From an optimization exercise on the open Yosys and OpenROAD flow, aimed at small area and a short achievable clock period; shortcuts taken in it are not production practice.
RTL that was checked went through simulation tests only; none was proved equivalent to the original.
No driver is modelled on the clock port, so clocking that relies on it looks cheaper here than on a real chip.
No activity file was given, so power comes from the tool's default toggle rates.

==> module dmem_pipe, before the edit <==
module dmem_pipe #(
  parameter int ADDR_W = 6,
  parameter int DATA_W = 32,
  parameter int LAT    = 2
) (
  input  logic              clk,
  input  logic              rst,
  input  logic              req,
  input  logic              wr,
  input  logic [ADDR_W-1:0] addr,
  input  logic [DATA_W-1:0] din,
  input  logic [DATA_W/8-1:0] be,
  output logic              ready,
  output logic              rvalid,
  output logic [DATA_W-1:0] dout
);
  localparam int DEPTH = 1 << ADDR_W;
  localparam int NB    = DATA_W / 8;
  logic              busy_q;      
  logic              rvalid_q;
  logic [DATA_W-1:0] dout_q;
  logic [7:0]        wlo_q;       
  logic [7:0]        whi_q;
  logic [7:0]        nwlo_q;      
  logic [7:0]        nwhi_q;
  logic [NB-1:0]     wbe_q;       
  logic [NB-1:0]     nwbe_q;      
  logic [DATA_W-1:0] wcol_q;      
  logic [NB-1:0]     hit_q;       
  logic [1:0]        rd_q [DATA_W];  
  logic              pol_q;       
  logic [DATA_W-1:0] mem_q [DEPTH];
  logic              w_acc;
  logic              w_wr_en;
  logic              w_rd_en;
  logic [NB-1:0]     w_wbe;
  assign w_acc   = req & ~busy_q;
  assign w_wr_en = w_acc & wr & ~rst;
  assign w_rd_en = w_acc & ~wr;
  assign w_wbe = be;
  always_ff @(posedge clk) begin
    pol_q <= (pol_q !== 1'b1);   
  end
  always_ff @(posedge clk) begin
    for (int i = 0; i < 8; i++) begin
      wlo_q[i]  <= (addr[2:0] == 3'(i));
      whi_q[i]  <= (addr[5:3] == 3'(i));
      nwlo_q[i] <= (addr[2:0] != 3'(i));
      nwhi_q[i] <= (addr[5:3] != 3'(i));
    end
    wbe_q  <= w_wr_en ? w_wbe : '0;
    nwbe_q <= w_wr_en ? ~w_wbe : '1;
    if (w_wr_en) begin
      wcol_q <= din ^ {DATA_W{~pol_q}};
    end
  end
  logic [DATA_W-1:0] w_mem_d [DEPTH];
  for (genvar w = 0; w < DEPTH; w++) begin : g_word
    for (genvar b = 0; b < NB; b++) begin : g_byte
      logic w_row;
      logic w_row_n;
      assign w_row   = ~(nwlo_q[w % 8] | nwhi_q[w / 8] | nwbe_q[b]);
      assign w_row_n = ~(wlo_q[w % 8] & whi_q[w / 8] & wbe_q[b]);
      for (genvar k = 0; k < 8; k++) begin : g_bit
        dmem_pipe_bit u_bit (
          .q (mem_q[w][8*b+k]),
          .r (w_row),
          .rn(w_row_n),
          .c (wcol_q[8*b+k]),
          .d (w_mem_d[w][8*b+k])
        );
      end
    end
  end
  always_ff @(posedge clk) begin
    for (int w = 0; w < DEPTH; w++) begin
      mem_q[w] <= w_mem_d[w];
    end
  end
  logic [DEPTH-1:0] w_sel;
  always_comb begin
    for (int w = 0; w < DEPTH; w++) begin
      w_sel[w] = (addr == ADDR_W'(w));
    end
  end
  for (genvar i = 0; i < DATA_W; i++) begin : g_rd
    logic [21:0] w_l1_n;
    logic [5:0]  w_l2;
    logic [1:0]  w_l3_n;
    for (genvar j = 0; j < 21; j++) begin : g_l1
      dmem_pipe_rd3 u_rd3 (
        .s  (w_sel[3*j +: 3]),
        .d  ({mem_q[3*j+2][i], mem_q[3*j+1][i], mem_q[3*j][i]}),
        .y_n(w_l1_n[j])
      );
    end
    dmem_pipe_rd1 u_rd1 (
      .s  (w_sel[63]),
      .d  (mem_q[63][i]),
      .y_n(w_l1_n[21])
    );
    for (genvar j = 0; j < 4; j++) begin : g_l2
      dmem_pipe_nand u_nand (.a(w_l1_n[4*j +: 4]), .y(w_l2[j]));
    end
    dmem_pipe_nand3 u_nand4 (.a(w_l1_n[18:16]), .y(w_l2[4]));
    dmem_pipe_nand3 u_nand5 (.a(w_l1_n[21:19]), .y(w_l2[5]));
    dmem_pipe_nor u_nor0 (.a(w_l2[2:0]), .y_n(w_l3_n[0]));
    dmem_pipe_nor u_nor1 (.a(w_l2[5:3]), .y_n(w_l3_n[1]));
    always_ff @(posedge clk) begin
      rd_q[i] <= w_l3_n;
    end
  end
  always_ff @(posedge clk) begin
    hit_q <= {NB{wlo_q[addr[2:0]] & whi_q[addr[5:3]]}} & wbe_q;
  end
  logic [DATA_W-1:0] w_rdata;
  always_comb begin
    for (int i = 0; i < DATA_W; i++) begin
      w_rdata[i] = hit_q[i / 8] ? wcol_q[i] : ~&rd_q[i];
    end
    w_rdata = w_rdata ^ {DATA_W{~pol_q}};
  end
  always_ff @(posedge clk or posedge rst) begin
    if (rst) begin
      busy_q   <= 1'b0;
      rvalid_q <= 1'b0;
      dout_q   <= '0;
    end else begin
      busy_q   <= w_rd_en;
      rvalid_q <= busy_q;
      if (busy_q) begin
        dout_q <= w_rdata;
      end
    end
  end
  assign ready  = ~busy_q;
  assign rvalid = rvalid_q;
  assign dout   = dout_q;
endmodule
==> flow/config.mk <==
export PLATFORM = sky130hd
export DESIGN_NAME = dmem_pipe
export DESIGN_NICKNAME = dmem_pipe
export VERILOG_FILES = /design/flow/design.v
export SDC_FILE = /design/flow/constraint.sdc
export NUM_CORES = 4
export LEC_CHECK = 0
export CAP_MARGIN = 20
export CORE_MARGIN = 2
export CORE_UTILIZATION = 70
export CTS_CLUSTER_DIAMETER = 60
export CTS_CLUSTER_SIZE = 30
export SLEW_MARGIN = 20
export SYNTH_HIERARCHICAL = 1
==> flow/constraint.sdc <==
create_clock -name core_clock -period 3.2 [get_ports {clk}]
set_input_delay 0.6400 -clock core_clock [delete_from_list [all_inputs] [get_ports {clk}]]
set_output_delay 0.6400 -clock core_clock [all_outputs]
set_load 0.01 [all_outputs]
standard.sh (not shown) runs the stock make flow with config.mk's settings and CLKGATE_MAP_FILE= SYNTH_SCRIPT=/design/flow/synth_recipe.tcl, a recipe that flattens the netlist after the stock synthesis.
==> flow/flow/run.sh <==
#!/bin/bash
# The standard layout, in stages, with a different setup margin for timing
# repair before and after clock tree synthesis: before it the clock is ideal,
# so paths from the inputs look slower than they are and paths to the
# outputs faster; repair then works with the real clock tree only.
# Each stage's full output goes to its own log in this folder.
set -euo pipefail
PRE_MARGIN=0
POST_MARGIN=1.2
bash standard.sh synth > log_1_synth.txt 2>&1
bash standard.sh SETUP_SLACK_MARGIN=$PRE_MARGIN floorplan > log_2_floorplan.txt 2>&1
bash standard.sh SETUP_SLACK_MARGIN=$PRE_MARGIN place > log_3_place.txt 2>&1
bash standard.sh SETUP_SLACK_MARGIN=$POST_MARGIN cts > log_4_cts.txt 2>&1
bash standard.sh SETUP_SLACK_MARGIN=$POST_MARGIN route > log_5_route.txt 2>&1
bash standard.sh SETUP_SLACK_MARGIN=$POST_MARGIN finish > log_6_finish.txt 2>&1
test -f out/final.def
Then changed:
--- a/flow/design.v
+++ b/flow/design.v
@@ -63,10 +63,7 @@
   logic [DATA_W-1:0] dout_q;
   logic [7:0]        wlo_q;       
   logic [7:0]        whi_q;
-  logic [7:0]        nwlo_q;      
-  logic [7:0]        nwhi_q;
   logic [NB-1:0]     wbe_q;       
-  logic [NB-1:0]     nwbe_q;      
   logic [DATA_W-1:0] wcol_q;      
   logic [NB-1:0]     hit_q;       
   logic [1:0]        rd_q [DATA_W];  
@@ -85,13 +82,10 @@
   end
   always_ff @(posedge clk) begin
     for (int i = 0; i < 8; i++) begin
-      wlo_q[i]  <= (addr[2:0] == 3'(i));
-      whi_q[i]  <= (addr[5:3] == 3'(i));
-      nwlo_q[i] <= (addr[2:0] != 3'(i));
-      nwhi_q[i] <= (addr[5:3] != 3'(i));
+      wlo_q[i] <= (addr[2:0] == 3'(i));
+      whi_q[i] <= (addr[5:3] == 3'(i));
     end
-    wbe_q  <= w_wr_en ? w_wbe : '0;
-    nwbe_q <= w_wr_en ? ~w_wbe : '1;
+    wbe_q <= w_wr_en ? w_wbe : '0;
     if (w_wr_en) begin
       wcol_q <= din ^ {DATA_W{~pol_q}};
     end
@@ -101,8 +95,8 @@
     for (genvar b = 0; b < NB; b++) begin : g_byte
       logic w_row;
       logic w_row_n;
-      assign w_row   = ~(nwlo_q[w % 8] | nwhi_q[w / 8] | nwbe_q[b]);
-      assign w_row_n = ~(wlo_q[w % 8] & whi_q[w / 8] & wbe_q[b]);
+      assign w_row   = wlo_q[w % 8] & whi_q[w / 8] & wbe_q[b];
+      assign w_row_n = ~w_row;
       for (genvar k = 0; k < 8; k++) begin : g_bit
         dmem_pipe_bit u_bit (
           .q (mem_q[w][8*b+k]),
=> The new run finished clean. First-iteration DRC count shrinks by 18%. Sequential share of layout area goes down by 0.14 points. Cell area came out lower by 0.60%. Die area decreases by about 1.5%. Worst hold slack gains 31 ps. Total power came out lower by 0.69%. Via count decreases by 6.3%. Combinational power is about the same.
The RTL of the first run of this note was laid out without a check of its function.

==> separate check: timing with driven ports <==
The flow's constraints put no driver on any port. The routed layouts listed below were extracted and timed again, unchanged, in two steps.
Step 1 sets driving cells, clkbuf_16 on the clock port and buf_2 on the other inputs (assumed; they add their load-dependent delay and slew).
Step 2 also shifts input and output timing later by t, the mid clock arrival at the registers, as if the neighbouring blocks saw the same clock.
Three values: ideal, step 1, step 2; two values: the first two.
run | shift t [ns] | setup WS [ns] | clock arrival spread, ns | worst data-port slew with drivers (ns)
the first run | 0.859 | 1.048 / 0.988 / 0.144 | 0.036 / 0.036 | 0.19
the second run | 0.849 | 1.110 / 1.076 / 0.227 | 0.042 / 0.042 | 0.19
After both steps setup and hold are still met in every run listed. The setup slack of the first run, which loses most, moves by -0.060 ns with the drivers and by -0.904 ns with both steps.
